This design comes from an exercise in tuning for small area, a short achievable clock period and few clock cycles per item on the open sky130 flow, not from production work. At most, simulation tests tie the RTL to the original design; equivalence was not proved. No functional check of the RTL was part of runs 1 to 3.

`flow/design.v`:
```
package urd_pkg;
  localparam int VALUE_W  = 64;
  localparam int RADIX_W  = 6;
  localparam int CHAR_W   = 7;
  localparam int COUNT_W  = 7;
  localparam int DW_W     = 3;    
  localparam int CHUNK_W  = 4;    
  localparam int CHUNKS   = (VALUE_W + CHUNK_W - 1) / CHUNK_W;
  localparam int IDX_W    = $clog2(CHUNKS);
  localparam int STAGES   = 4;    
  localparam int STACK_W  = 84;   
  localparam logic [RADIX_W-1:0] RADIX_RESET = 6'd10;
  localparam logic [RADIX_W-1:0] RADIX_MIN   = 6'd2;
  localparam logic [RADIX_W-1:0] RADIX_MAX   = 6'd36;
endpackage
import urd_pkg::*;
module urd_front (
  input  logic               clk,
  input  logic               rst_n,
  input  logic               in_push,
  output logic               in_full,
  input  logic [VALUE_W-1:0] in_value,
  input  logic               cfg_valid,
  output logic               cfg_ready,
  input  logic [RADIX_W-1:0] cfg_data,
  output logic               cv_done,
  output logic [STACK_W-1:0] cv_stack,
  output logic [COUNT_W-1:0] cv_count,
  output logic [DW_W-1:0]    cv_dw,
  input  logic               cv_take
);
  localparam int L = STAGES - 1;
  logic [RADIX_W-1:0] radix_r;
  logic [RADIX_W-1:0] radix_eff;
  logic [DW_W-1:0]    dw_eff;
  logic               free_r;      
  logic               done_r;      
  logic [CHUNK_W-1:0] vch_r [CHUNKS];
  logic [RADIX_W-1:0] bc_r;
  logic [DW_W-1:0]    dw_r;
  logic               act0_r;
  logic [IDX_W-1:0]   idx0_r;
  logic [IDX_W-1:0]   top0_r;
  logic               tv_r   [STAGES];
  logic [IDX_W-1:0]   ti_r   [STAGES];
  logic               tf_r   [STAGES];
  logic               tl_r   [STAGES];
  logic [CHUNK_W-1:0] pipe_r [STAGES];
  logic [RADIX_W-1:0] rem_r  [STAGES];
  logic               qnz_r  [STAGES];
  logic               srch_r;
  logic               found_r;
  logic [IDX_W-1:0]   tnext_r;
  logic               push_r;
  logic [RADIX_W-1:0] pushd_r;
  logic               fin_r;
  logic [STACK_W-1:0] stk_r;
  logic [COUNT_W-1:0] cnt_r;
  logic [IDX_W-1:0]   in_top;
  logic               tv   [STAGES];
  logic [IDX_W-1:0]   ti   [STAGES];
  logic               tf   [STAGES];
  logic               tl   [STAGES];
  logic [CHUNK_W-1:0] cin  [STAGES];
  logic [RADIX_W-1:0] rin  [STAGES];
  logic [CHUNK_W-1:0] quo  [STAGES];
  logic [RADIX_W-1:0] rout [STAGES];
  logic               qnzc [STAGES];
  logic               term;
  logic               pushv;
  logic [RADIX_W-1:0] pushd;
  logic               srch_cur;
  logic               setf;
  logic               found_nx;
  logic               start;
  logic [STACK_W-1:0] stk_push;
  assign cfg_ready = 1'b1;
  assign in_full   = !free_r;
  always_ff @(posedge clk) begin
    if (!rst_n) begin
      radix_r <= RADIX_RESET;
    end else if (cfg_valid) begin
      radix_r <= cfg_data;
    end
  end
  always_comb begin
    if (radix_r < RADIX_MIN) begin
      radix_eff = RADIX_MIN;
    end else if (radix_r > RADIX_MAX) begin
      radix_eff = RADIX_MAX;
    end else begin
      radix_eff = radix_r;
    end
    if (radix_eff > 6'd32)      dw_eff = 3'd6;
    else if (radix_eff > 6'd16) dw_eff = 3'd5;
    else if (radix_eff > 6'd8)  dw_eff = 3'd4;
    else if (radix_eff > 6'd4)  dw_eff = 3'd3;
    else if (radix_eff > 6'd2)  dw_eff = 3'd2;
    else                        dw_eff = 3'd1;
  end
  always_comb begin
    in_top = '0;
    for (int c = 0; c < CHUNKS; c++) begin
      if (in_value[c*CHUNK_W +: CHUNK_W] != '0) begin
        in_top = IDX_W'(c);
      end
    end
  end
  always_comb begin
    tv[0]  = act0_r;
    ti[0]  = idx0_r;
    tf[0]  = (idx0_r == top0_r);
    tl[0]  = (idx0_r == '0);
    cin[0] = vch_r[idx0_r];
    for (int s = 1; s < STAGES; s++) begin
      tv[s]  = tv_r[s];
      ti[s]  = ti_r[s];
      tf[s]  = tf_r[s];
      tl[s]  = tl_r[s];
      cin[s] = pipe_r[s];
    end
    for (int s = 0; s < STAGES; s++) begin
      rin[s] = tf[s] ? '0 : rem_r[s];
    end
  end
  for (genvar s = 0; s < STAGES; s++) begin : g_stage
    urd_div u_div (
      .rem_in (rin[s]),
      .chunk  (cin[s]),
      .radix  (bc_r),
      .quo    (quo[s]),
      .rem_out(rout[s])
    );
  end
  always_comb begin
    term  = 1'b0;
    pushv = 1'b0;
    pushd = '0;
    for (int s = 0; s < STAGES; s++) begin
      qnzc[s] = (!tf[s] && qnz_r[s]) || (quo[s] != '0);
      if (tv[s] && tl[s]) begin
        pushv = 1'b1;
        pushd = pushd | rout[s];
        if (!qnzc[s]) term = 1'b1;
      end
    end
    pushv = pushv && !fin_r;
    term  = term && !fin_r;
  end
  assign srch_cur = tf[L] ? 1'b1 : srch_r;
  assign setf     = tv[L] && srch_cur && (quo[L] != '0);
  assign found_nx = setf || found_r;
  assign start    = found_r && (!act0_r || tl[0]);
  always_ff @(posedge clk) begin
    if (!rst_n) begin
      free_r  <= 1'b1;
      done_r  <= 1'b0;
      act0_r  <= 1'b0;
      found_r <= 1'b0;
      push_r  <= 1'b0;
      fin_r   <= 1'b0;
      for (int s = 0; s < STAGES; s++) tv_r[s] <= 1'b0;
    end else begin
      push_r <= pushv;
      fin_r  <= term;
      for (int s = 1; s < STAGES; s++) tv_r[s] <= tv[s-1] && !fin_r;
      if (free_r) begin
        act0_r  <= in_push;
        free_r  <= !in_push;
        found_r <= 1'b0;
      end else begin
        if (start) begin
          act0_r <= 1'b1;
        end else if (act0_r && tl[0]) begin
          act0_r <= 1'b0;
        end
        found_r <= (start || fin_r) ? 1'b0 : found_nx;
        if (cv_take) begin
          done_r <= 1'b0;
          free_r <= 1'b1;
        end else if (fin_r) begin
          done_r <= 1'b1;
        end
      end
    end
  end
  always_ff @(posedge clk) begin
    pushd_r <= pushd;
    for (int s = 1; s < STAGES; s++) begin
      ti_r[s]   <= ti[s-1];
      tf_r[s]   <= tf[s-1];
      tl_r[s]   <= tl[s-1];
      pipe_r[s] <= quo[s-1];
    end
    for (int s = 0; s < STAGES; s++) begin
      if (tv[s]) begin
        rem_r[s] <= rout[s];
        qnz_r[s] <= qnzc[s];
      end
    end
    if (tv[L]) begin
      srch_r <= setf ? 1'b0 : srch_cur;
    end
    if (setf) begin
      tnext_r <= ti[L];
    end
    if (free_r) begin
      for (int c = 0; c < CHUNKS; c++) begin
        vch_r[c] <= CHUNK_W'(in_value >> (c * CHUNK_W));
      end
      idx0_r <= in_top;
      top0_r <= in_top;
      cnt_r  <= '0;
      bc_r   <= radix_eff;
      dw_r   <= dw_eff;
    end else begin
      if (tv[L]) begin
        vch_r[ti[L]] <= quo[L];
      end
      if (start) begin
        idx0_r <= tnext_r;
        top0_r <= tnext_r;
      end else if (act0_r && !tl[0]) begin
        idx0_r <= idx0_r - IDX_W'(1);
      end
      if (push_r) begin
        stk_r <= stk_push;
        cnt_r <= cnt_r + COUNT_W'(1);
      end
    end
  end
  always_comb begin
    stk_push = stk_r;
    if (push_r) begin
      case (dw_r)
        3'd1:    stk_push = {stk_r[STACK_W-2:0], pushd_r[0]};
        3'd2:    stk_push = {stk_r[STACK_W-3:0], pushd_r[1:0]};
        3'd3:    stk_push = {stk_r[STACK_W-4:0], pushd_r[2:0]};
        3'd4:    stk_push = {stk_r[STACK_W-5:0], pushd_r[3:0]};
        3'd5:    stk_push = {stk_r[STACK_W-6:0], pushd_r[4:0]};
        default: stk_push = {stk_r[STACK_W-7:0], pushd_r[5:0]};
      endcase
    end
  end
  assign cv_done  = fin_r || done_r;
  assign cv_stack = stk_push;
  assign cv_count = cnt_r + COUNT_W'(push_r);
  assign cv_dw    = dw_r;
endmodule
import urd_pkg::*;
module urd_div (
  input  logic [RADIX_W-1:0] rem_in,     
  input  logic [CHUNK_W-1:0] chunk,      
  input  logic [RADIX_W-1:0] radix,
  output logic [CHUNK_W-1:0] quo,
  output logic [RADIX_W-1:0] rem_out
);
  always_comb begin
    logic [RADIX_W:0]   t;
    logic [RADIX_W-1:0] r;
    r   = rem_in;
    quo = '0;
    for (int b = CHUNK_W - 1; b >= 0; b--) begin
      t = {r, chunk[b]};
      if (t >= {1'b0, radix}) begin
        quo[b] = 1'b1;
        r      = RADIX_W'(t - {1'b0, radix});
      end else begin
        r = t[RADIX_W-1:0];
      end
    end
    rem_out = r;
  end
endmodule
import urd_pkg::*;
module urd_back (
  input  logic               clk,
  input  logic               rst_n,
  input  logic               cv_done,
  input  logic [STACK_W-1:0] cv_stack,
  input  logic [COUNT_W-1:0] cv_count,
  input  logic [DW_W-1:0]    cv_dw,
  output logic               cv_take,
  output logic               out_empty,
  input  logic               out_pop,
  output logic [CHAR_W-1:0]  out_digit_char,
  output logic               out_last_digit,
  output logic [COUNT_W-1:0] out_digit_count
);
  logic [STACK_W-1:0] es_r;
  logic [COUNT_W-1:0] left_r;      
  logic [COUNT_W-1:0] total_r;
  logic [DW_W-1:0]    dw_r;
  logic [CHAR_W-1:0]  oq_char_r  [2];
  logic               oq_last_r  [2];
  logic [COUNT_W-1:0] oq_count_r [2];
  logic               oq_wr_r;
  logic               oq_rd_r;
  logic [1:0]         oq_cnt_r;
  logic               issue;
  logic               pop;
  logic [5:0]         digit;
  logic [CHAR_W-1:0]  dchar;
  logic [STACK_W-1:0] es_pop;
  assign issue   = (left_r != '0) && (oq_cnt_r != 2'd2);
  assign cv_take = cv_done && (left_r == '0 || (left_r == COUNT_W'(1) && issue));
  assign pop     = out_pop && (oq_cnt_r != 2'd0);
  always_comb begin
    case (dw_r)
      3'd1:    begin digit = {5'd0, es_r[0]};   es_pop = {1'd0, es_r[STACK_W-1:1]}; end
      3'd2:    begin digit = {4'd0, es_r[1:0]}; es_pop = {2'd0, es_r[STACK_W-1:2]}; end
      3'd3:    begin digit = {3'd0, es_r[2:0]}; es_pop = {3'd0, es_r[STACK_W-1:3]}; end
      3'd4:    begin digit = {2'd0, es_r[3:0]}; es_pop = {4'd0, es_r[STACK_W-1:4]}; end
      3'd5:    begin digit = {1'd0, es_r[4:0]}; es_pop = {5'd0, es_r[STACK_W-1:5]}; end
      default: begin digit = es_r[5:0];         es_pop = {6'd0, es_r[STACK_W-1:6]}; end
    endcase
    if (digit < 6'd10) begin
      dchar = 7'h30 + CHAR_W'(digit);
    end else begin
      dchar = 7'h37 + CHAR_W'(digit);
    end
  end
  always_ff @(posedge clk) begin
    if (!rst_n) begin
      left_r <= '0;
    end else if (cv_take) begin
      left_r <= cv_count;
    end else if (issue) begin
      left_r <= left_r - COUNT_W'(1);
    end
  end
  always_ff @(posedge clk) begin
    if (cv_take) begin
      es_r    <= cv_stack;
      total_r <= cv_count;
      dw_r    <= cv_dw;
    end else if (issue) begin
      es_r <= es_pop;
    end
  end
  always_ff @(posedge clk) begin
    if (!rst_n) begin
      oq_wr_r  <= 1'b0;
      oq_rd_r  <= 1'b0;
      oq_cnt_r <= 2'd0;
    end else begin
      if (issue) oq_wr_r <= !oq_wr_r;
      if (pop)   oq_rd_r <= !oq_rd_r;
      oq_cnt_r <= oq_cnt_r + 2'(issue) - 2'(pop);
    end
  end
  always_ff @(posedge clk) begin
    if (issue) begin
      oq_char_r[oq_wr_r]  <= dchar;
      oq_last_r[oq_wr_r]  <= (left_r == COUNT_W'(1));
      oq_count_r[oq_wr_r] <= total_r;
    end
  end
  assign out_empty       = (oq_cnt_r == 2'd0);
  assign out_digit_char  = oq_char_r[oq_rd_r];
  assign out_last_digit  = oq_last_r[oq_rd_r];
  assign out_digit_count = oq_count_r[oq_rd_r];
endmodule
import urd_pkg::*;
module unsigned_to_radix_digits (
  input  logic               clk,
  input  logic               rst_n,
  input  logic               in_push,
  output logic               in_full,
  input  logic [VALUE_W-1:0] in_value,
  output logic               out_empty,
  input  logic               out_pop,
  output logic [CHAR_W-1:0]  out_digit_char,
  output logic               out_last_digit,
  output logic [COUNT_W-1:0] out_digit_count,
  input  logic               cfg_valid,
  output logic               cfg_ready,
  input  logic [RADIX_W-1:0] cfg_data
);
  logic               cv_done;
  logic [STACK_W-1:0] cv_stack;
  logic [COUNT_W-1:0] cv_count;
  logic [DW_W-1:0]    cv_dw;
  logic               cv_take;
  urd_front u_front (
    .clk      (clk),
    .rst_n    (rst_n),
    .in_push  (in_push),
    .in_full  (in_full),
    .in_value (in_value),
    .cfg_valid(cfg_valid),
    .cfg_ready(cfg_ready),
    .cfg_data (cfg_data),
    .cv_done  (cv_done),
    .cv_stack (cv_stack),
    .cv_count (cv_count),
    .cv_dw    (cv_dw),
    .cv_take  (cv_take)
  );
  urd_back u_back (
    .clk            (clk),
    .rst_n          (rst_n),
    .cv_done        (cv_done),
    .cv_stack       (cv_stack),
    .cv_count       (cv_count),
    .cv_dw          (cv_dw),
    .cv_take        (cv_take),
    .out_empty      (out_empty),
    .out_pop        (out_pop),
    .out_digit_char (out_digit_char),
    .out_last_digit (out_last_digit),
    .out_digit_count(out_digit_count)
  );
endmodule
```
`flow/run.sh`:
```
#!/bin/bash
# synth_recipe.tcl (not shown) runs the flow's synth.tcl, then flattens the netlist and writes it again
# the make line also repeats each setting of config.mk as NAME=value (left out here)
make -C /OpenROAD-flow-scripts/flow DESIGN_CONFIG=/design/flow/config.mk WORK_HOME=/design/flow/orfs CLKGATE_MAP_FILE= SYNTH_SCRIPT=/design/flow/synth_recipe.tcl finish
```
`flow/config.mk`:
```
export PLATFORM = sky130hd
export DESIGN_NAME = unsigned_to_radix_digits
export DESIGN_NICKNAME = unsigned_to_radix_digits
export VERILOG_FILES = /design/flow/design.v
export SDC_FILE = /design/flow/constraint.sdc
export NUM_CORES = 4
export LEC_CHECK = 0
export CAP_MARGIN = 20
export CORE_MARGIN = 2
export CORE_UTILIZATION = 40
export SLEW_MARGIN = 20
```
`flow/constraint.sdc`:
```
create_clock -name core_clock -period 16.0 [get_ports {clk}]
set_input_delay 3.2000 -clock core_clock [delete_from_list [all_inputs] [get_ports {clk}]]
set_output_delay 3.2000 -clock core_clock [all_outputs]
set_load 0.01 [all_outputs]
```
==> run notes, run 1 <==
Yosys
After synthesis, the share of flip-flops with an asynchronous set or reset is 0%. After synthesis, the mean cell area works out to 8.765 µm². The post-synthesis cell type count is 93. The share of the synthesized netlist area taken by xor and xnor gates is 2.280%. The arithmetic-cell share of the synthesized area counting full adders, half adders and majority gates is 5.538%. The cell type with the highest aggregate area in the netlist is edfxtp_1. The largest family of logic cells by synthesized area is compound AO/OA/AOI/OAI gates. The synthesized-area fraction occupied by ao, oa, aoi and oai cells is 25.18%. The share of Yosys cell area claimed by the top area cell type is 32.28%.

The most used flip-flop cell after synthesis is edfxtp_1. Of the synthesized area, sequential elements account for between 30% and 40%. The synthesized netlist occupies a cell area of 29960 µm².

The synthesized netlist net count is roughly 3600. The synthesized netlist devotes 14.49% of its cell area to simple gates. The gate count after technology mapping is 3418. During synthesis, Yosys emitted a total of 33 warnings. The most numerous cell in the Yosys netlist is nand2_1. The flop and latch count out of synthesis is 396. Of the post-synthesis cell area, the part taken by muxes is just over 10%.

The commonest cells after synthesis are nand2_1 (389), a21oi_1 (373), edfxtp_1 (322), o21ai_0 (303), nor2_1 (289). After synthesis, the cell types taking the most area are edfxtp_1 (32%), a21oi_1 (6.2%), o21ai_0 (5.1%). Counting flops with a built-in enable in the synthesized netlist gives 322.

Detailed routing
The count of TritonRoute iterations in the first routing pass is 6. After detailed routing, the total wire length is 91150 µm. The number of DRC markers after the initial detailed-route iteration is 3008. The number of routed nets with antenna violations is 0. In the routed design, unresolved DRC markers number 0.

The average via count per standard cell is 6.049. The detailed-route wire length per cell is between 20 and 25 µm. For this block, the via count after detailed routing is 26410.

Timing
Setup repair after global routing left no endpoint under its margin. The count of pins over their slew limit is 0. The worst relative slew slack is 25.93%. The minimum clock period is 9556 ps. In the final timing run, aggregate negative setup slack is 0 ps. Across all setup checks in the final design, the least slack found is approximately 6400 ps. The timing-limited maximum frequency is 0.1046 GHz. The ratio of final minimum period to clock period is 59.73%. The setup violation total in the final timing report is 0. The worst clock skew is 61.08 ps. The number of hold violations in the final report is 0. The actual transition at the worst max-transition pin is 1108 ps.

CTS
The post-CTS setup buffer count is 0. The clock sink count is about 400. In this run, post-CTS hold repair placed 0 buffers. The clock reaches the later pin of the worst-skew pair after 620 ps.

TritonCTS built the clock tree. The number of buffers created by CTS is 46. The quantity of gates resized following cts is 0. The maximum buffer depth of the clock tree is 3. The H-tree generated during clock tree synthesis spans 2 levels. Clock-pin slew was measured on the worst setup and hold paths at 60 ps. In this run the clock root is driven by a clkbuf_16.

Global routing
The pin count of the biggest net entering global routing is 168. The first global-routing pass estimated about 140000 µm of wire. The via count of the first global-routing pass is 24520. The met1 track demand over resource in global routing is 32.65%.

The initial antenna violation count came to 0. Global routing finished with a remaining overflow of 0. For this run, global-route usage on met2 was measured as between 30% and 40%.

The routing layer with the top usage in global route is met2. The overall track demand over capacity in global routing is a little under a quarter. For met3 alone, demand over resource in global routing was 2.998%.

Layout
The area occupied by multi-input gates is 17270 µm². Of the cells placed in the final design, the portion with a size suffix greater than 1 is 8.537%. Measured on the finished design, the core utilization comes to 44.49%. The register cell area after layout is roughly 11000 µm². The finished layout holds 4366 standard cells, fillers aside. The net total in the final layout is 3557. 0 antenna diodes ended up in the layout. From synthesis to final layout, the design area changed by 10.38%.

The number of filler instances in the final layout is around 7200.

Floorplan
The area of the die is 77100 µm². The die is between 200 and 300 µm wide. For this design the top-level I/O count stands at 93. The vertical die dimension is roughly 280 µm. After floorplanning, the core was sized to cover around 74000 µm². The standard-cell row count is 100.

Once the floorplan was initialized, standard cells occupied 40.31% of the core.

Place
The wire-length estimate of the detail-placed layout is 62520 µm. Routability-driven placement finished with a final weighted congestion of 0.8620. The number of input and output port buffers inserted is 91. Counting tap cells, the placed design contains a total of 4280 instances. The setup slack after placement is roughly 6500 ps.

Setup path
The worst setup path is launched from a register. The worst setup path is of the register to register kind. The critical path contains buffers and inverters numbering 3 combined. In this design, the critical path's most frequently occurring cell is ha_1. The worst path required time is 16510 ps.

Among all stages on the critical path, the largest delay is contributed by o32a_1. The family with the most delay on the worst path is compound AO/OA/AOI/OAI gates. The delay of the slowest cell on the worst path is 820 ps. At the worst endpoint, the arrival time is 10070 ps. The worst setup path is captured at a register. The biggest fanout along the worst timing path is 22.

Run status
The run finished with no timing, DRC or antenna violations.

Flow run
Across the run, the number of max-cap violations was 0.

Min path
The worst min-delay path class is register to register.
[through the flow]
stage                     hold slack, ps  area, µm²
after floorplan                    309.6      29960
after global placement             310.2      31560
after detailed placement           312.1      31560
after CTS                          326.3      33070
after global routing               329.4      33070
final                              326.8      33070
[layer usage]
layer,wire length (µm),vias up
li1,-,12630
met1,40600,12600
met2,41260,1023
met3,6257,154
met4,3032,0
met5,0,-
[cell families (layout without fill, tap and decap cells)]
kind of cell    after synthesis  count (layout)
other cells                   1               1
mux                         245             245
simple gates                967             967
flops                       396             396
fa+ha+maj                   123             123
xor+xnor                     78              78
compound gates             1198            1198
buf+inv                     410             389
[worst register-to-register path, delay by kind of cell (launching register included)]
family          cells  cell delay [ps]
buf+inv             3              340
flops               1              790
fa+ha+maj           4             1290
compound gates     19             5240
simple gates        5              880
mux                 3              890
[layout by cell type, fill, tap and decap left out, types with 16 or more instances in the layout]
master           netlist  final
clkdlybuf4s50_1        0     91
buf_4                  1     43
a22oi_1               28     28
o211ai_1              67     67
mux4_2                35     35
fa_1                  16     16
nand3_1               38     38
and2_1                21     21
o21a_1                39     38
nand2b_1              20     20
a311oi_1              22     22
dfxtp_1               74     73
mux2_2                88     88
and3_1                26     26
xnor2_1               50     50
nor4_1                19     19
clkbuf_16              0     48
a211oi_1              37     37
a31oi_1               56     56
a21o_1                33     33
o21ai_0              303    303
ha_1                 107    107
a221oi_1              57     57
a21oi_1              373    373
xor2_1                28     28
nand2_1              389    387
a21boi_0              18     18
nor3_1                23     23
o22ai_1               32     32
edfxtp_1             322    322
mux2i_1              119    118
nor2_1               289    289
inv_1                159    155
nor2b_1               78     77
[layout make-up]
cell class / instances / share of cell area [%]
Timing Repair Buffer: 137 / 3.912
Clock buffer: 60 / 3.829
Tap cell: 969 / 3.666
Clock inverter: 26 / 0.7378
Multi-Input combinational cell: 2612 / 52.22
Sequential cell: 396 / 33.73
Inverter: 166 / 1.899
[sequential cells by signal, indices dropped and copies added (netlist names), 4 cells and up, named ones only]
register           cells
u_back.es_r           84
u_front.stk_r         84
u_front.vch_r         64
u_front.rem_r         24
u_back.oq_char_r      14
u_back.oq_count_r     14
u_front.pipe_r        12
u_front.ti_r          12
u_back.left_r          7
u_back.total_r         7
u_front.cnt_r          7
u_front.bc_r           6
u_front.pushd_r        6
u_front.radix_r        6
u_front.idx0_r         4
u_front.qnz_r          4
u_front.tnext_r        4
u_front.top0_r         4
[path summary, 6_finish.rpt]
path / startpoint / endpoint / slack [ps] / cells after the start
max: u_front.bc_r[1]$_DFFE_PP_ / u_front.pushd_r[2]$_DFF_P_ / 6440 / 34
max reg2reg: u_front.bc_r[1]$_DFFE_PP_ / u_front.pushd_r[2]$_DFF_P_ / 6440 / 34
min reg2reg: u_front.ti_r[1][0]$_DFF_P_ / u_front.ti_r[2][0]$_DFF_P_ / 330 / 0
min: u_front.ti_r[1][0]$_DFF_P_ / u_front.ti_r[2][0]$_DFF_P_ / 330 / 0
==> run 2: changes to the inputs <==
--- a/flow/config.mk
+++ b/flow/config.mk
@@ -8,4 +8,5 @@
 export CAP_MARGIN = 20
 export CORE_MARGIN = 2
 export CORE_UTILIZATION = 40
+export SETUP_SLACK_MARGIN = 5
 export SLEW_MARGIN = 20
==> run notes, run 2 <==
Run status
Run status: timing/DRC/antenna clean (unchanged).

Global routing
The pin count of the biggest net entering global routing came to 168 (unchanged). The overall track demand over capacity in global routing is 22.93% (unchanged). The via count of the first global-routing pass came to 24520 (unchanged).

The initial antenna violation count came to 0 (unchanged). The global-route congestion overflow total is 0 (unchanged). The first-pass GRT wire length is 142800 µm (unchanged).

Timing
The final hold slack was 326.8 ps (unchanged). The count of pins over their slew limit is 0 (unchanged). The number of hold violations in the final report is 0 (unchanged).

The minimum clock period is 9556 ps (unchanged). The worst clock skew is 61.08 ps (unchanged). The actual transition at the worst max-transition pin is 1108 ps (unchanged). Setup repair after global routing missed its margin: false (unchanged).

The ratio of final minimum period to clock period is 59.73% (unchanged). The total negative slack was 0 ps (unchanged). The worst relative slew slack is 25.93% (unchanged). The setup violation total in the final timing report came to 0 (unchanged). The timing-limited maximum frequency is 0.1046 GHz (unchanged).

Yosys
The total standard cell area after synthesis came to 29960 µm² (unchanged). The number of flops mapped to enable cells by yosys is 322 (unchanged). The most numerous cell in the Yosys netlist is nand2_1 (unchanged).

The share of Yosys cell area claimed by the top area cell type is 32.28% (unchanged). The cell type with the highest aggregate area in the netlist is edfxtp_1 (unchanged). The synthesized netlist net count is 3616 (unchanged). The gate count after technology mapping is 3418 (unchanged). Cell types with the largest area share after synthesis: edfxtp_1 (32%), a21oi_1 (6.2%), o21ai_0 (5.1%) (unchanged). Most frequent cells after synthesis: nand2_1 (389), a21oi_1 (373), edfxtp_1 (322), o21ai_0 (303), nor2_1 (289) (unchanged). The per-instance average area after synthesis is 8.765 µm² (unchanged). The post-synthesis cell type count is 93 (unchanged). The number of warning messages in the yosys log came to 33 (unchanged). The post-synthesis sequential area ratio is 37.22% (unchanged). The flop and latch count out of synthesis is 396 (unchanged). The async set-or-reset flop fraction in the synthesized netlist is 0% (unchanged). The top flip-flop cell by instance count after synthesis is edfxtp_1 (unchanged).

Layout
The proportion of layout cells with a drive suffix above 1 is 8.537% (unchanged). The register cell area after layout is 11150 µm² (unchanged). Regs by FF count: u_back.es_r (84), u_front.stk_r (84), u_front.vch_r (64) (unchanged). The most common library cell in the layout ignoring fill and taps is nand2_1 (unchanged).

The area overhead of the layout relative to synthesis is 10.38% (unchanged). The number of filler instances in the final layout is 7229 (unchanged). The antenna diode count is 0 (unchanged). The net total in the final layout was 3557 (unchanged). Commonest non-fill, non-tap cells in the layout: nand2_1 (387), a21oi_1 (373), edfxtp_1 (322), o21ai_0 (303), nor2_1 (289) (unchanged). The area occupied by multi-input gates is 17270 µm² (unchanged).

Setup path
The family with the most delay on the worst path is compound AO/OA/AOI/OAI gates (unchanged). The most repeated library cell on the critical path is ha_1 (unchanged). The arrival time of data at the critical path endpoint was 10070 ps (about the same). The capturing element type of the critical path was a register (unchanged). The delay of the slowest cell on the worst path is 820 ps (about the same). The count of buffering cells on the critical path with inverters included was 3 (unchanged).

The origin of the worst setup path is u_front.bc_r[1]$_DFFE_PP_ (unchanged). The number of cells on the worst reg-to-reg path is 34 (unchanged). The reg-to-reg startpoint is u_front.bc_r[1]$_DFFE_PP_ (unchanged). The worst path required time is 16510 ps (about the same). The biggest fanout along the worst timing path is 22 (unchanged). The startpoint class of the critical path is a register (unchanged). The worst-path cell with the longest stage delay is o32a_1 (unchanged). The cell count along the critical path is 34 (unchanged). The destination of the worst register-to-register timing path was u_front.pushd_r[2]$_DFF_P_ (unchanged). The reg2reg setup slack is 6440 ps (about the same).

The type of the worst setup path is register to register (unchanged). The critical path endpoint was u_front.pushd_r[2]$_DFF_P_ (unchanged).

Detailed routing
The number of routed nets with antenna violations is 0 (unchanged). The number of DRC violations after detailed routing is 0 (unchanged). The number of DRC markers after the initial detailed-route iteration came to 3008 (unchanged). The average via count per standard cell is 6.049 (unchanged).

The count of TritonRoute iterations in the first routing pass is 6 (unchanged). The overall routed net length came to 91150 µm (unchanged). The total vias in the final route is 26410 (unchanged).

The detailed-route wire length per cell is 20.88 µm (unchanged).

CTS
The clock latency on the worst-skew pair came to 620 ps (about the same). The post-CTS setup buffer count came to 0 (unchanged). The quantity of gates resized following cts is 0 (unchanged). The clock transition at the registers of the reported paths is 60 ps (about the same). The TritonCTS clock tree is done (unchanged). The clock sink count came to 396 (unchanged). The number of buffers created by CTS is 46 (unchanged).

The clock root buffer is clkbuf_16 (unchanged). The hold buffer count at cts was 0 (unchanged). The number of H-tree levels is 2 (unchanged).

The maximum buffer depth of the clock tree is 3 (unchanged).

Place
The placer's final routability congestion estimate was 0.8620 (unchanged). The post-detailed-placement half-perimeter wirelength came to 62520 µm (unchanged). The number of input and output port buffers inserted is 91 (unchanged).

Floorplan
The I/O pin count is 93 (unchanged). The vertical die dimension is 277.7 µm (unchanged). The initial core utilization was 40.31% (unchanged). The area of the die is 77100 µm² (unchanged).

The width of the die was 277.7 µm (unchanged). The floorplan core area is 74320 µm² (unchanged). The standard-cell row count is 100 (unchanged).

Flow run
The count of max-cap constraint violations was 0 (unchanged).

Min path
The worst min-delay path class is register to register (unchanged).
[run 2: cell counts after synthesis]
No cell type changed its count.
[run 2: cells by family (layout without fill, tap and decap cells)]
family	after synthesis	after routing	synth area share, %
xor gates and xnor gates	78	78	2.280
and+or+nand+nor	967	967	14.49
buffers and inverters	410	389	5.225
AOI/OAI and AO/OA	1198	1198	25.18
other	1	1	0.01252
adders and majority gates	123	123	5.538
muxes	245	245	10.05
DFF	396	396	37.22
[run 2: worst reg2reg max path, delay by kind of cell, from the launching register on]
kind	cells	cell delay [ps]
muxes	3	890
and+or+nand+nor	5	880
AOI/OAI and AO/OA	19	5240
buffers and inverters	3	340
DFF	1	790
adders and majority gates	4	1290
[run 2: routing by layer]
| layer | track usage (%) | up-vias | part of all wire [%] | wire [µm] |
|---|---|---|---|---|
| met5 | 0 | - | 0 | 0 |
| met4 | 7.886 | 0 | 3.3 | 3032 |
| met2 | 35.80 | 1023 | 45 | 41260 |
| li1 | - | 12630 | - | - |
| met1 | 32.65 | 12600 | 45 | 40600 |
| met3 | 2.998 | 154 | 6.9 | 6257 |
[run 2: area by class of cell]
class	instances	area share, %
Tap cell	969	3.666
Sequential cell	396	33.73
Multi-Input combinational cell	2612	52.22
Inverter	166	1.899
Clock buffer	60	3.829
Timing Repair Buffer	137	3.912
Clock inverter	26	0.7378
[run 2: how the worst min path moves through the flow]
stage / start / endpoint / slack (ps) / cells after the start
2_1_floorplan: u_front.ti_r[1][0]$_DFF_P_ / u_front.ti_r[2][0]$_DFF_P_ / 310 / 0
5_1_grt: u_front.ti_r[1][0]$_DFF_P_ / u_front.ti_r[2][0]$_DFF_P_ / 330 / 0
6_report: u_front.ti_r[1][0]$_DFF_P_ / u_front.ti_r[2][0]$_DFF_P_ / 330 / 0
3_3_place_gp: u_front.ti_r[2][2]$_DFF_P_ / u_front.ti_r[3][2]$_DFF_P_ / 310 / 0
3_5_place_dp: u_front.ti_r[1][0]$_DFF_P_ / u_front.ti_r[2][0]$_DFF_P_ / 310 / 0
4_1_cts: u_front.ti_r[1][0]$_DFF_P_ / u_front.ti_r[2][0]$_DFF_P_ / 330 / 0
[run 2: metrics by stage]
step	utilization [%]	cells	cell area, µm²	setup WS (ps)
after global placement	42.46	4280	31560	6714
after CTS	44.49	4366	33070	6453
after detailed placement	42.46	4280	31560	6484
after floorplan	-	3418	29960	7310
final	44.49	4366	33070	6444
after global routing	44.49	4366	33070	5577
==> run 3: changes to the inputs <==
--- a/flow/design.v
+++ b/flow/design.v
@@ -7,7 +7,8 @@
   localparam int CHUNK_W  = 4;    
   localparam int CHUNKS   = (VALUE_W + CHUNK_W - 1) / CHUNK_W;
   localparam int IDX_W    = $clog2(CHUNKS);
-  localparam int STAGES   = 4;    
+  localparam int STAGES   = 6;    
+  localparam int TH_W     = 5;    
   localparam int STACK_W  = 84;   
   localparam logic [RADIX_W-1:0] RADIX_RESET = 6'd10;
   localparam logic [RADIX_W-1:0] RADIX_MIN   = 6'd2;
@@ -27,7 +28,8 @@
   output logic [STACK_W-1:0] cv_stack,
   output logic [COUNT_W-1:0] cv_count,
   output logic [DW_W-1:0]    cv_dw,
-  input  logic               cv_take
+  input  logic               cv_take,
+  input  logic               es_empty    
 );
   localparam int L = STAGES - 1;
   logic [RADIX_W-1:0] radix_r;
@@ -36,11 +38,17 @@
   logic               free_r;      
   logic               done_r;      
   logic [CHUNK_W-1:0] vch_r [CHUNKS];
-  logic [RADIX_W-1:0] bc_r;
+  logic [3*TH_W-1:0]  thr_r;       
+  logic [3*TH_W-1:0]  thm_r;
+  logic [5:0]         md4_r;
+  logic [3*TH_W-1:0]  thr_eff;
+  logic [3*TH_W-1:0]  thm_eff;
+  logic [5:0]         md4_eff;
   logic [DW_W-1:0]    dw_r;
   logic               act0_r;
   logic [IDX_W-1:0]   idx0_r;
-  logic [IDX_W-1:0]   top0_r;
+  logic [CHUNKS-1:0]  oh0_r;       
+  logic               first0_r;    
   logic               tv_r   [STAGES];
   logic [IDX_W-1:0]   ti_r   [STAGES];
   logic               tf_r   [STAGES];
@@ -57,6 +65,7 @@
   logic [STACK_W-1:0] stk_r;
   logic [COUNT_W-1:0] cnt_r;
   logic [IDX_W-1:0]   in_top;
+  logic [CHUNKS-1:0]  in_oh;
   logic               tv   [STAGES];
   logic [IDX_W-1:0]   ti   [STAGES];
   logic               tf   [STAGES];
@@ -99,19 +108,38 @@
     else                        dw_eff = 3'd1;
   end
   always_comb begin
+    logic [7:0] kb;
+    for (int k = 1; k <= 3; k++) begin
+      kb = 8'(k) * {2'b00, radix_eff};
+      thr_eff[(k-1)*TH_W +: TH_W] = TH_W'((kb + 8'd3) >> 2);
+      thm_eff[(k-1)*TH_W +: TH_W] = TH_W'(((kb + 8'd3) >> 2) - 8'd1);
+      md4_eff[(k-1)*2 +: 2]       = 2'(8'd0 - kb);
+    end
+  end
+  always_comb begin
+    logic above;
     in_top = '0;
     for (int c = 0; c < CHUNKS; c++) begin
       if (in_value[c*CHUNK_W +: CHUNK_W] != '0) begin
         in_top = IDX_W'(c);
       end
     end
+    above = 1'b0;
+    for (int c = CHUNKS - 1; c > 0; c--) begin
+      in_oh[c] = !above && (in_value[c*CHUNK_W +: CHUNK_W] != '0);
+      above    = above || in_oh[c];
+    end
+    in_oh[0] = !above;
   end
   always_comb begin
     tv[0]  = act0_r;
     ti[0]  = idx0_r;
-    tf[0]  = (idx0_r == top0_r);
-    tl[0]  = (idx0_r == '0);
-    cin[0] = vch_r[idx0_r];
+    tf[0]  = first0_r;
+    tl[0]  = oh0_r[0];
+    cin[0] = '0;
+    for (int c = 0; c < CHUNKS; c++) begin
+      cin[0] = cin[0] | (vch_r[c] & {CHUNK_W{oh0_r[c]}});
+    end
     for (int s = 1; s < STAGES; s++) begin
       tv[s]  = tv_r[s];
       ti[s]  = ti_r[s];
@@ -127,7 +155,9 @@
     urd_div u_div (
       .rem_in (rin[s]),
       .chunk  (cin[s]),
-      .radix  (bc_r),
+      .thr    (thr_r),
+      .thr_m1 (thm_r),
+      .mod4   (md4_r),
       .quo    (quo[s]),
       .rem_out(rout[s])
     );
@@ -175,7 +205,9 @@
           act0_r <= 1'b0;
         end
         found_r <= (start || fin_r) ? 1'b0 : found_nx;
-        if (cv_take) begin
+        if (term && es_empty) begin
+          free_r <= 1'b1;
+        end else if (cv_take) begin
           done_r <= 1'b0;
           free_r <= 1'b1;
         end else if (fin_r) begin
@@ -208,20 +240,26 @@
       for (int c = 0; c < CHUNKS; c++) begin
         vch_r[c] <= CHUNK_W'(in_value >> (c * CHUNK_W));
       end
-      idx0_r <= in_top;
-      top0_r <= in_top;
+      idx0_r   <= in_top;
+      oh0_r    <= in_oh;
+      first0_r <= 1'b1;
       cnt_r  <= '0;
-      bc_r   <= radix_eff;
+      thr_r  <= thr_eff;
+      thm_r  <= thm_eff;
+      md4_r  <= md4_eff;
       dw_r   <= dw_eff;
     end else begin
       if (tv[L]) begin
         vch_r[ti[L]] <= quo[L];
       end
       if (start) begin
-        idx0_r <= tnext_r;
-        top0_r <= tnext_r;
-      end else if (act0_r && !tl[0]) begin
-        idx0_r <= idx0_r - IDX_W'(1);
+        idx0_r   <= tnext_r;
+        first0_r <= 1'b1;
+        for (int c = 0; c < CHUNKS; c++) oh0_r[c] <= (tnext_r == IDX_W'(c));
+      end else if (act0_r) begin
+        idx0_r   <= idx0_r - IDX_W'(1);
+        oh0_r    <= oh0_r >> 1;
+        first0_r <= 1'b0;
       end
       if (push_r) begin
         stk_r <= stk_push;
@@ -251,22 +289,44 @@
 module urd_div (
   input  logic [RADIX_W-1:0] rem_in,     
   input  logic [CHUNK_W-1:0] chunk,      
-  input  logic [RADIX_W-1:0] radix,
+  input  logic [3*TH_W-1:0]  thr,        
+  input  logic [3*TH_W-1:0]  thr_m1,     
+  input  logic [5:0]         mod4,       
   output logic [CHUNK_W-1:0] quo,
   output logic [RADIX_W-1:0] rem_out
 );
   always_comb begin
-    logic [RADIX_W:0]   t;
+    logic [1:0]         y;
+    logic [TH_W-1:0]    t  [3];
+    logic [1:0]         c  [3];
+    logic [3:0]         d  [3];
+    logic [2:0]         ge;
     logic [RADIX_W-1:0] r;
     r   = rem_in;
     quo = '0;
-    for (int b = CHUNK_W - 1; b >= 0; b--) begin
-      t = {r, chunk[b]};
-      if (t >= {1'b0, radix}) begin
-        quo[b] = 1'b1;
-        r      = RADIX_W'(t - {1'b0, radix});
+    for (int s = CHUNK_W - 2; s >= 0; s -= 2) begin
+      y = chunk[s +: 2];
+      for (int k = 0; k < 3; k++) begin
+        {t[k], c[k]} = {thr[k*TH_W +: TH_W], 2'b00};
+        if ({1'b0, y} + {1'b0, mod4[2*k +: 2]} >= 3'd4) begin
+          t[k] = thr_m1[k*TH_W +: TH_W];
+        end
+        c[k] = y + mod4[2*k +: 2];
+        ge[k] = ({1'b0, r} >= {{(RADIX_W+1-TH_W){1'b0}}, t[k]});
+        d[k]  = r[3:0] - t[k][3:0];
+      end
+      if (ge[2]) begin
+        quo[s +: 2] = 2'd3;
+        r = {d[2], c[2]};
+      end else if (ge[1]) begin
+        quo[s +: 2] = 2'd2;
+        r = {d[1], c[1]};
+      end else if (ge[0]) begin
+        quo[s +: 2] = 2'd1;
+        r = {d[0], c[0]};
       end else begin
-        r = t[RADIX_W-1:0];
+        quo[s +: 2] = 2'd0;
+        r = {r[3:0], y};
       end
     end
     rem_out = r;
@@ -281,6 +341,7 @@
   input  logic [COUNT_W-1:0] cv_count,
   input  logic [DW_W-1:0]    cv_dw,
   output logic               cv_take,
+  output logic               es_empty,
   output logic               out_empty,
   input  logic               out_pop,
   output logic [CHAR_W-1:0]  out_digit_char,
@@ -291,20 +352,19 @@
   logic [COUNT_W-1:0] left_r;      
   logic [COUNT_W-1:0] total_r;
   logic [DW_W-1:0]    dw_r;
-  logic [CHAR_W-1:0]  oq_char_r  [2];
-  logic               oq_last_r  [2];
-  logic [COUNT_W-1:0] oq_count_r [2];
-  logic               oq_wr_r;
-  logic               oq_rd_r;
-  logic [1:0]         oq_cnt_r;
+  logic               show_r;
+  logic [CHAR_W-1:0]  char_r;
+  logic               last_r;
+  logic [COUNT_W-1:0] count_r;
+  logic               advance;
   logic               issue;
-  logic               pop;
   logic [5:0]         digit;
   logic [CHAR_W-1:0]  dchar;
   logic [STACK_W-1:0] es_pop;
-  assign issue   = (left_r != '0) && (oq_cnt_r != 2'd2);
-  assign cv_take = cv_done && (left_r == '0 || (left_r == COUNT_W'(1) && issue));
-  assign pop     = out_pop && (oq_cnt_r != 2'd0);
+  assign advance  = !show_r || out_pop;
+  assign issue    = advance && (left_r != '0);
+  assign es_empty = (left_r == '0);
+  assign cv_take  = cv_done && (left_r == '0 || (left_r == COUNT_W'(1) && issue));
   always_comb begin
     case (dw_r)
       3'd1:    begin digit = {5'd0, es_r[0]};   es_pop = {1'd0, es_r[STACK_W-1:1]}; end
@@ -323,10 +383,16 @@
   always_ff @(posedge clk) begin
     if (!rst_n) begin
       left_r <= '0;
-    end else if (cv_take) begin
-      left_r <= cv_count;
-    end else if (issue) begin
-      left_r <= left_r - COUNT_W'(1);
+      show_r <= 1'b0;
+    end else begin
+      if (cv_take) begin
+        left_r <= cv_count;
+      end else if (issue) begin
+        left_r <= left_r - COUNT_W'(1);
+      end
+      if (advance) begin
+        show_r <= issue;
+      end
     end
   end
   always_ff @(posedge clk) begin
@@ -337,29 +403,16 @@
     end else if (issue) begin
       es_r <= es_pop;
     end
-  end
-  always_ff @(posedge clk) begin
-    if (!rst_n) begin
-      oq_wr_r  <= 1'b0;
-      oq_rd_r  <= 1'b0;
-      oq_cnt_r <= 2'd0;
-    end else begin
-      if (issue) oq_wr_r <= !oq_wr_r;
-      if (pop)   oq_rd_r <= !oq_rd_r;
-      oq_cnt_r <= oq_cnt_r + 2'(issue) - 2'(pop);
-    end
-  end
-  always_ff @(posedge clk) begin
     if (issue) begin
-      oq_char_r[oq_wr_r]  <= dchar;
-      oq_last_r[oq_wr_r]  <= (left_r == COUNT_W'(1));
-      oq_count_r[oq_wr_r] <= total_r;
+      char_r  <= dchar;
+      last_r  <= (left_r == COUNT_W'(1));
+      count_r <= total_r;
     end
   end
-  assign out_empty       = (oq_cnt_r == 2'd0);
-  assign out_digit_char  = oq_char_r[oq_rd_r];
-  assign out_last_digit  = oq_last_r[oq_rd_r];
-  assign out_digit_count = oq_count_r[oq_rd_r];
+  assign out_empty       = !show_r;
+  assign out_digit_char  = char_r;
+  assign out_last_digit  = last_r;
+  assign out_digit_count = count_r;
 endmodule
 import urd_pkg::*;
 module unsigned_to_radix_digits (
@@ -382,6 +435,7 @@
   logic [COUNT_W-1:0] cv_count;
   logic [DW_W-1:0]    cv_dw;
   logic               cv_take;
+  logic               es_empty;
   urd_front u_front (
     .clk      (clk),
     .rst_n    (rst_n),
@@ -395,7 +449,8 @@
     .cv_stack (cv_stack),
     .cv_count (cv_count),
     .cv_dw    (cv_dw),
-    .cv_take  (cv_take)
+    .cv_take  (cv_take),
+    .es_empty (es_empty)
   );
   urd_back u_back (
     .clk            (clk),
@@ -405,6 +460,7 @@
     .cv_count       (cv_count),
     .cv_dw          (cv_dw),
     .cv_take        (cv_take),
+    .es_empty       (es_empty),
     .out_empty      (out_empty),
     .out_pop        (out_pop),
     .out_digit_char (out_digit_char),
--- a/flow/config.mk
+++ b/flow/config.mk
@@ -8,5 +8,4 @@
 export CAP_MARGIN = 20
 export CORE_MARGIN = 2
 export CORE_UTILIZATION = 40
-export SETUP_SLACK_MARGIN = 5
 export SLEW_MARGIN = 20
==> run notes, run 3 <==
Timing
The total negative slack is 0 ps (unchanged). The timing-limited maximum frequency is 0.1373 GHz (was 0.1046 GHz). The worst clock skew was 46.17 ps (was 61.08 ps). The count of pins over their slew limit is 0 (unchanged).

Setup repair after global routing missed its margin: false (unchanged). The actual transition at the worst max-transition pin is 1137 ps (was 1108 ps). The worst relative slew slack came to 24.01% (was 25.93%). The minimum clock period is 7284 ps (was 9556 ps). The ratio of final minimum period to clock period came to 45.53% (was 59.73%). The number of hold violations in the final report is 0 (unchanged). The setup violation total in the final timing report is 0 (unchanged).

Detailed routing
The number of DRC markers after the initial detailed-route iteration is 4004 (was 3008). The number of routed nets with antenna violations is 0 (unchanged). The overall routed net length came to 127900 µm (was 91150 µm). The average via count per standard cell was 6.133 (was 6.049). The total vias in the final route is 33630 (was 26410). The detailed-route wire length per cell is 23.33 µm (was 20.88 µm). The count of TritonRoute iterations in the first routing pass came to 7 (was 6). The number of DRC violations after detailed routing is 0 (unchanged).

Layout
The net total in the final layout was 4551 (was 3557). Commonest non-fill, non-tap cells in the layout: nand2_1 (497), a21oi_1 (428), edfxtp_1 (359), o21ai_0 (298), nor2_1 (297) (was nand2_1 (387), a21oi_1 (373), edfxtp_1 (322), o21ai_0 (303), nor2_1 (289)). Regs by FF count: u_back.es_r (84), u_front.stk_r (84), u_front.vch_r (64) (unchanged). The most common library cell in the layout ignoring fill and taps is nand2_1 (unchanged). The final cell area excluding filler cells was 41660 µm² (was 33070 µm²). The proportion of layout cells with a drive suffix above 1 was 8.725% (was 8.537%).

The register cell area after layout is 12570 µm² (was 11150 µm²). The area overhead of the layout relative to synthesis is 10.31% (was 10.38%). The number of filler instances in the final layout came to 9173 (was 7229). The area occupied by multi-input gates is 23550 µm² (was 17270 µm²).

Yosys
The number of warning messages in the yosys log is 36 (was 33). The post-synthesis sequential area ratio is 33.26% (was 37.22%). The most numerous cell in the Yosys netlist is nand2_1 (unchanged). The cell type with the highest aggregate area in the netlist is edfxtp_1 (unchanged).

The post-synthesis cell type count is 90 (was 93). The per-instance average area after synthesis is 8.890 µm² (was 8.765 µm²). Most frequent cells after synthesis: nand2_1 (497), a21oi_1 (431), edfxtp_1 (359), nor2_1 (298), o21ai_0 (298) (was nand2_1 (389), a21oi_1 (373), edfxtp_1 (322), o21ai_0 (303), nor2_1 (289)). Cell types with the largest area share after synthesis: edfxtp_1 (29%), ha_1 (7.6%), mux2i_1 (6.2%) (was edfxtp_1 (32%), a21oi_1 (6.2%), o21ai_0 (5.1%)). The flop and latch count out of synthesis is 448 (was 396). The synthesized netlist net count is 4614 (was 3616). The share of Yosys cell area claimed by the top area cell type came to 28.55% (was 32.28%). The number of flops mapped to enable cells by yosys is 359 (was 322). The async set-or-reset flop fraction in the synthesized netlist is 0% (unchanged). The gate count after technology mapping is 4248 (was 3418). The top flip-flop cell by instance count after synthesis is edfxtp_1 (unchanged).

The total standard cell area after synthesis is 37760 µm² (was 29960 µm²).

CTS
The clock sink count is 448 (was 396). The quantity of gates resized following cts was 0 (unchanged). The clock transition at the registers of the reported paths is 60 ps (about the same). The TritonCTS clock tree is done (unchanged). The maximum buffer depth of the clock tree came to 3 (unchanged). The clock root buffer is clkbuf_16 (unchanged). The number of buffers created by CTS came to 52 (was 46). The clock latency on the worst-skew pair is 640 ps (was 620 ps).

The hold buffer count at cts is 0 (unchanged). The number of H-tree levels came to 2 (unchanged). The post-CTS setup buffer count is 0 (unchanged).

Setup path
The type of the worst setup path is register to register (unchanged). The capturing element type of the critical path is a register (unchanged). The biggest fanout along the worst timing path is 16 (was 22). The critical path endpoint is u_front.pushd_r[5]$_DFF_P_ (was u_front.pushd_r[2]$_DFF_P_). The destination of the worst register-to-register timing path was u_front.pushd_r[5]$_DFF_P_ (was u_front.pushd_r[2]$_DFF_P_). The arrival time of data at the critical path endpoint is 7790 ps (was 10070 ps). The startpoint class of the critical path is a register (unchanged).

The reg2reg setup slack is 8720 ps (was 6440 ps). The number of cells on the worst reg-to-reg path is 23 (was 34). The reg-to-reg startpoint is u_front.oh0_r[3]$_DFFE_PP_ (was u_front.bc_r[1]$_DFFE_PP_). The worst path required time is 16510 ps (about the same). The origin of the worst setup path is u_front.oh0_r[3]$_DFFE_PP_ (was u_front.bc_r[1]$_DFFE_PP_).

Place
The number of input and output port buffers inserted is 91 (unchanged). The post-detailed-placement half-perimeter wirelength was 89680 µm (was 62520 µm). The placer's final routability congestion estimate came to 0.9346 (was 0.8620).

The total placed instance area is 39830 µm² (was 31560 µm²).

Floorplan
The area of the die is 96890 µm² (was 77100 µm²). The width of the die is 311.3 µm (was 277.7 µm). The floorplan core area is 93470 µm² (was 74320 µm²). The I/O pin count is 93 (unchanged). The vertical die dimension is 311.3 µm (was 277.7 µm).

The standard-cell row count is 112 (was 100). The initial core utilization is 40.40% (was 40.31%).

Flow run
The count of max-cap constraint violations is 0 (unchanged).

Min path
The worst min-delay path class is register to register (unchanged).

Global routing
The via count of the first global-routing pass is 31920 (was 24520). The global-route congestion overflow total came to 0 (unchanged). The pin count of the biggest net entering global routing was 158 (was 168). The overall track demand over capacity in global routing came to 25.60% (was 22.93%). The initial antenna violation count was 2 (was 0).

The first-pass GRT wire length is 195300 µm (was 142800 µm).

Run status
Run status: timing/DRC/antenna clean (unchanged).
run 3: changes by cell type after synthesis, moves of 45 or more:
cell / change
ha_1: +123
clkbuf_1: +54
nand2_1: +108
a21oi_1: +58
fa_1: +45
mux2i_1: +115
run 3: per-stage QoR:
step                instances  hold slack (ps)  util (%)  setup WS [ps]
floorplan                4248            309.6         -           9113
global placement         5385            309.6     42.61           8989
detailed placement       5385            312.1     42.61           8856
CTS                      5483            326.7     44.55           8795
global route             5483            331.0     44.57           8407
finish                   5484            324.2     44.57           8716
run 3: how the worst min path moves through the flow:
| stage | startpoint | to | slack, ps | depth (start not counted) |
|---|---|---|---|---|
| 2_1_floorplan | u_front.ti_r[1][0]$_DFF_P_ | u_front.ti_r[2][0]$_DFF_P_ | 310 | 0 |
| 3_3_place_gp | u_front.ti_r[1][1]$_DFF_P_ | u_front.ti_r[2][1]$_DFF_P_ | 310 | 0 |
| 3_5_place_dp | u_front.ti_r[4][3]$_DFF_P_ | u_front.ti_r[5][3]$_DFF_P_ | 310 | 0 |
| 4_1_cts | u_front.ti_r[4][3]$_DFF_P_ | u_front.ti_r[5][3]$_DFF_P_ | 330 | 0 |
| 5_1_grt | u_front.ti_r[2][1]$_DFF_P_ | u_front.ti_r[3][1]$_DFF_P_ | 330 | 0 |
| 6_report | u_front.ti_r[2][1]$_DFF_P_ | u_front.ti_r[3][1]$_DFF_P_ | 320 | 0 |
run 3: final cells by class:
type | instances | area share, %
multi-input combinational | 3342 | 56.52
timing repair buffer | 168 | 3.634
clock buffer | 65 | 3.592
clock inverter | 33 | 0.7569
antenna | 1 | 0.006007
sequential | 448 | 30.17
inverter | 173 | 1.559
tap | 1254 | 3.766
run 3: metal layers:
layer,wire length (µm),GRT usage (%),vias up
li1,-,-,15660
met2,56970,39.58,1607
met4,5424,10.39,2
met3,10820,4.120,266
met1,54720,35.61,16100
met5,13,0,-
run 3: kinds of logic after synthesis:
group | after synthesis | share of synthesized area [%]
AOI/OAI and AO/OA | 1369 | 23.04
and+or+nand+nor | 1199 | 14.47
buffers and inverters | 458 | 4.582
DFF | 448 | 33.26
muxes | 386 | 11.57
adders and majority gates | 291 | 10.85
xor gates and xnor gates | 95 | 2.203
other | 2 | 0.01989
run 3: worst max-delay path: stages, from the launching register on:
cell,delay [ps]
edfxtp_1,510
a22o_1,270
a221oi_1,390
nand4_1,360
ha_1,320
inv_1,110
fa_1,340
mux2_2,370
ha_1,210
fa_1,400
a21bo_2,230
a22oi_2,90
nand2_1,170
o211ai_1,110
a22oi_1,810
ha_1,390
a21oi_1,150
o21ai_0,160
a2111oi_4,360
buf_4,270
and3b_1,220
o2bb2ai_1,130
or4_1,490
a221o_1,280
==> run 4: changes to the inputs <==
--- a/flow/design.v
+++ b/flow/design.v
@@ -7,7 +7,7 @@
   localparam int CHUNK_W  = 4;    
   localparam int CHUNKS   = (VALUE_W + CHUNK_W - 1) / CHUNK_W;
   localparam int IDX_W    = $clog2(CHUNKS);
-  localparam int STAGES   = 6;    
+  localparam int STAGES   = 4;    
   localparam int TH_W     = 5;    
   localparam int STACK_W  = 84;   
   localparam logic [RADIX_W-1:0] RADIX_RESET = 6'd10;
==> run notes, run 4 <==
Run status
Run status: timing/DRC/antenna clean (unchanged).

Yosys
The share of Yosys cell area claimed by the top area cell type is 30.99% (was 28.55%). The most numerous cell in the Yosys netlist was nand2_1 (unchanged). The number of flops mapped to enable cells by yosys is 345 (was 359). The post-synthesis cell type count is 90 (unchanged). The post-synthesis sequential area ratio is 35.01% (was 33.26%). The synthesized netlist net count came to 3938 (was 4614).

Most frequent cells after synthesis: nand2_1 (402), o21ai_0 (386), edfxtp_1 (345), a21oi_1 (328), nor2_1 (258) (was nand2_1 (497), a21oi_1 (431), edfxtp_1 (359), nor2_1 (298), o21ai_0 (298)). The per-instance average area after synthesis is 9.136 µm² (was 8.890 µm²). The cell type with the highest aggregate area in the netlist is edfxtp_1 (unchanged). The async set-or-reset flop fraction in the synthesized netlist is 0% (unchanged). Cell types with the largest area share after synthesis: edfxtp_1 (31%), mux2i_1 (6.3%), ha_1 (6.1%) (was edfxtp_1 (29%), ha_1 (7.6%), mux2i_1 (6.2%)). The gate count after technology mapping came to 3659 (was 4248). The total standard cell area after synthesis is 33430 µm² (was 37760 µm²).

The number of warning messages in the yosys log is 36 (unchanged). The top flip-flop cell by instance count after synthesis is edfxtp_1 (unchanged). The flop and latch count out of synthesis was 412 (was 448).

CTS
The number of buffers created by CTS came to 48 (was 52). The number of H-tree levels is 2 (unchanged). The TritonCTS clock tree is done (unchanged). The hold buffer count at cts came to 0 (unchanged). The post-CTS setup buffer count was 0 (unchanged). The clock sink count was 412 (was 448).

The clock latency on the worst-skew pair was 610 ps (was 640 ps). The clock transition at the registers of the reported paths came to 70 ps (was 60 ps). The clock root buffer is clkbuf_16 (unchanged).

The maximum buffer depth of the clock tree is 3 (unchanged). The quantity of gates resized following cts came to 0 (unchanged).

Floorplan
The I/O pin count is 93 (unchanged). The area of the die is 85900 µm² (was 96890 µm²). The initial core utilization is 40.20% (was 40.40%). The width of the die is 293.1 µm (was 311.3 µm). The standard-cell row count is 106 (was 112). The vertical die dimension is 293.1 µm (was 311.3 µm). The floorplan core area is 83160 µm² (was 93470 µm²).

Global routing
The global-route congestion overflow total came to 0 (unchanged). The first-pass GRT wire length is 161800 µm (was 195300 µm). The via count of the first global-routing pass is 26950 (was 31920).

The pin count of the biggest net entering global routing was 163 (was 158). The initial antenna violation count is 1 (was 2). The overall track demand over capacity in global routing is 23.73% (was 25.60%).

Setup path
The delay of the slowest cell on the worst path is 700 ps (was 810 ps). The startpoint class of the critical path is a register (unchanged). The arrival time of data at the critical path endpoint is 7540 ps (was 7790 ps). The worst-path cell with the longest stage delay is o21a_1 (was a22oi_1). The type of the worst setup path is register to register (unchanged).

The capturing element type of the critical path is a register (unchanged). The worst path required time came to 16520 ps (was 16510 ps). Cell Chain, Critical Path: buf_4, ha_1, fa_1, mux2_2, ha_1, fa_1, a21boi_0, o22ai_1, nor3_2, o21a_1, mux2i_1, ha_1, fa_1, a21bo_2, a21o_1, a21o_1, a21oi_1, nand3_1, a2111oi_1, a31oi_1, o211a_1, o31ai_1 (was a22o_1, a221oi_1, nand4_1, ha_1, inv_1, fa_1, mux2_2, ha_1, fa_1, a21bo_2, a22oi_2, nand2_1, o211ai_1, a22oi_1, ha_1, a21oi_1, o21ai_0, a2111oi_4, buf_4, and3b_1, o2bb2ai_1, or4_1, a221o_1). The biggest fanout along the worst timing path is 17 (was 16).

Timing
The total negative slack came to 0 ps (unchanged). The minimum clock period is 7013 ps (was 7284 ps). Setup repair after global routing missed its margin: false (unchanged). The worst relative slew slack is 25.27% (was 24.01%).

The timing-limited maximum frequency came to 0.1426 GHz (was 0.1373 GHz). The number of hold violations in the final report is 0 (unchanged). The worst clock skew is 26.33 ps (was 46.17 ps). The actual transition at the worst max-transition pin came to 1120 ps (was 1137 ps). The count of pins over their slew limit is 0 (unchanged).

The ratio of final minimum period to clock period is 43.83% (was 45.53%). The setup violation total in the final timing report is 0 (unchanged).

Layout
The proportion of layout cells with a drive suffix above 1 is 8.798% (was 8.725%). The most common library cell in the layout ignoring fill and taps is nand2_1 (unchanged). Commonest non-fill, non-tap cells in the layout: nand2_1 (402), o21ai_0 (386), edfxtp_1 (345), a21oi_1 (328), nor2_1 (255) (was nand2_1 (497), a21oi_1 (428), edfxtp_1 (359), o21ai_0 (298), nor2_1 (297)). The number of filler instances in the final layout is 8017 (was 9173). The count of non-filler cells in the finished layout was 4707 (was 5484). The register cell area after layout is 11710 µm² (was 12570 µm²). The net total in the final layout is 3865 (was 4551). The area overhead of the layout relative to synthesis is 10.08% (was 10.31%). The area occupied by multi-input gates was 20030 µm² (was 23550 µm²). Regs by FF count: u_back.es_r (84), u_front.stk_r (84), u_front.vch_r (64) (unchanged).

Detailed routing
The average via count per standard cell is 6.075 (was 6.133). The number of DRC violations after detailed routing is 0 (unchanged). The number of DRC markers after the initial detailed-route iteration was 2959 (was 4004). The count of TritonRoute iterations in the first routing pass came to 6 (was 7). The number of routed nets with antenna violations is 0 (unchanged). The overall routed net length is 104700 µm (was 127900 µm). The total vias in the final route is 28590 (was 33630).

The detailed-route wire length per cell is 22.25 µm (was 23.33 µm).

Place
The placer's final routability congestion estimate is 0.9735 (was 0.9346). The total instance count after detailed placement is 4616 (was 5385). The post-detailed-placement half-perimeter wirelength came to 72620 µm (was 89680 µm). The number of input and output port buffers inserted is 91 (unchanged).

Min path
The worst min-delay path class is register to register (unchanged).

Flow run
The count of max-cap constraint violations was 0 (unchanged).
[run 4: cell count changes in the layout (fill, tap and decap cells not counted), moves of 24 or more]
| cell | delta |
|---|---|
| a31oi_1 | -25 |
| mux2_2 | -53 |
| nor2b_1 | -25 |
| ha_1 | -67 |
| mux2i_1 | -24 |
| nand2_1 | -95 |
| o211ai_1 | +26 |
| o21a_1 | -30 |
| o21ai_1 | -24 |
| nand3_1 | -31 |
| mux4_2 | +54 |
| o21ai_0 | +88 |
| a21oi_1 | -100 |
| nor2_1 | -42 |
[run 4: routing by layer]
layer,up-vias,GRT usage [%],wire [µm]
li1,13470,-,-
met1,13870,32.55,46050
met2,1056,38.52,48690
met3,195,3.351,6441
met4,0,7.905,3543
met5,-,0,0
[run 4: worst paths after layout]
path / depth (start not counted) / end / start / slack (ps)
worst max-delay path: 22 / u_front.done_r$_SDFFE_PN0P_ / u_front.md4_r[4]$_DFFE_PP_ / 8990
worst min-delay path: 0 / u_front.ti_r[2][0]$_DFF_P_ / u_front.ti_r[1][0]$_DFF_P_ / 320
worst max register to register: 22 / u_front.done_r$_SDFFE_PN0P_ / u_front.md4_r[4]$_DFFE_PP_ / 8990
worst min register to register: 0 / u_front.ti_r[2][0]$_DFF_P_ / u_front.ti_r[1][0]$_DFF_P_ / 320
[run 4: cell families (layout without fill, tap and decap cells)]
kind of cell,after synthesis,after routing,synth area share (%)
buffers and inverters,454,421,5.210
adder cells (fa/ha/maj),204,204,8.557
other,1,2,0.01122
XOR/XNOR,88,88,2.306
AO/OA/AOI/OAI,1228,1228,22.82
multiplexers,354,354,13.91
flip-flops,412,412,35.01
AND/OR/NAND/NOR,918,918,12.18
[run 4: cell type report]
cell class / count / area share (%)
timing repair buffer: 149 / 3.727
tap: 1080 / 3.672
sequential: 412 / 31.81
antenna: 1 / 0.006801
inverter: 182 / 1.857
clock inverter: 34 / 1.075
multi-input combinational: 2793 / 54.45
clock buffer: 56 / 3.404
[run 4: critical path: cells and delay by family (launching register included)]
| kind | cells | cell delay [ps] |
|---|---|---|
| multiplexers | 2 | 700 |
| AND/OR/NAND/NOR | 2 | 670 |
| flip-flops | 1 | 360 |
| buffers and inverters | 1 | 230 |
| adder cells (fa/ha/maj) | 6 | 1600 |
| AO/OA/AOI/OAI | 11 | 3370 |
[run 4: per-stage QoR]
stage / hold slack [ps] / instance area, µm² / utilization [%] / worst slack, ps
5_1_grt: 331.1 / 36790 / 44.25 / 8322
4_1_cts: 327.6 / 36790 / 44.24 / 9043
3_5_place_dp: 315.7 / 35140 / 42.26 / 9065
6_report: 323.6 / 36800 / 44.25 / 8987
3_3_place_gp: 311.6 / 35140 / 42.26 / 9128
2_1_floorplan: 309.6 / 33430 / - / 9366
Testbench counts of run 4, summed over its fixed seeds: cycles 34,911, items 928.

-- port drivers added, routing unchanged --
Ports are ideal in the flow. The routed layouts listed here were re-timed in OpenROAD.
Step 1: set_driving_cell puts a clkbuf_16 on clk and a buf_2 on each other input, an assumption about the parent block.
Step 2 also shifts input and output timing later by t, the mid clock arrival at the registers, as if the neighbouring blocks saw the same clock.
Three values: no drivers, after step 1, after step 2; two values: the first two.
| run | shift t [ns] | slack for setup (ns) | cell pins on the clock port's net |
|---|---|---|---|
| run 1 | 0.668 | 6.444 / 6.444 / 6.444 | 1 |
| run 2 | 0.668 | 6.444 / 6.444 / 6.444 | 1 |
| run 3 | 0.683 | 8.716 / 8.716 / 8.716 | 1 |
| run 4 | 0.665 | 8.987 / 8.987 / 8.987 | 1 |
After both steps every run listed still meets setup and hold.
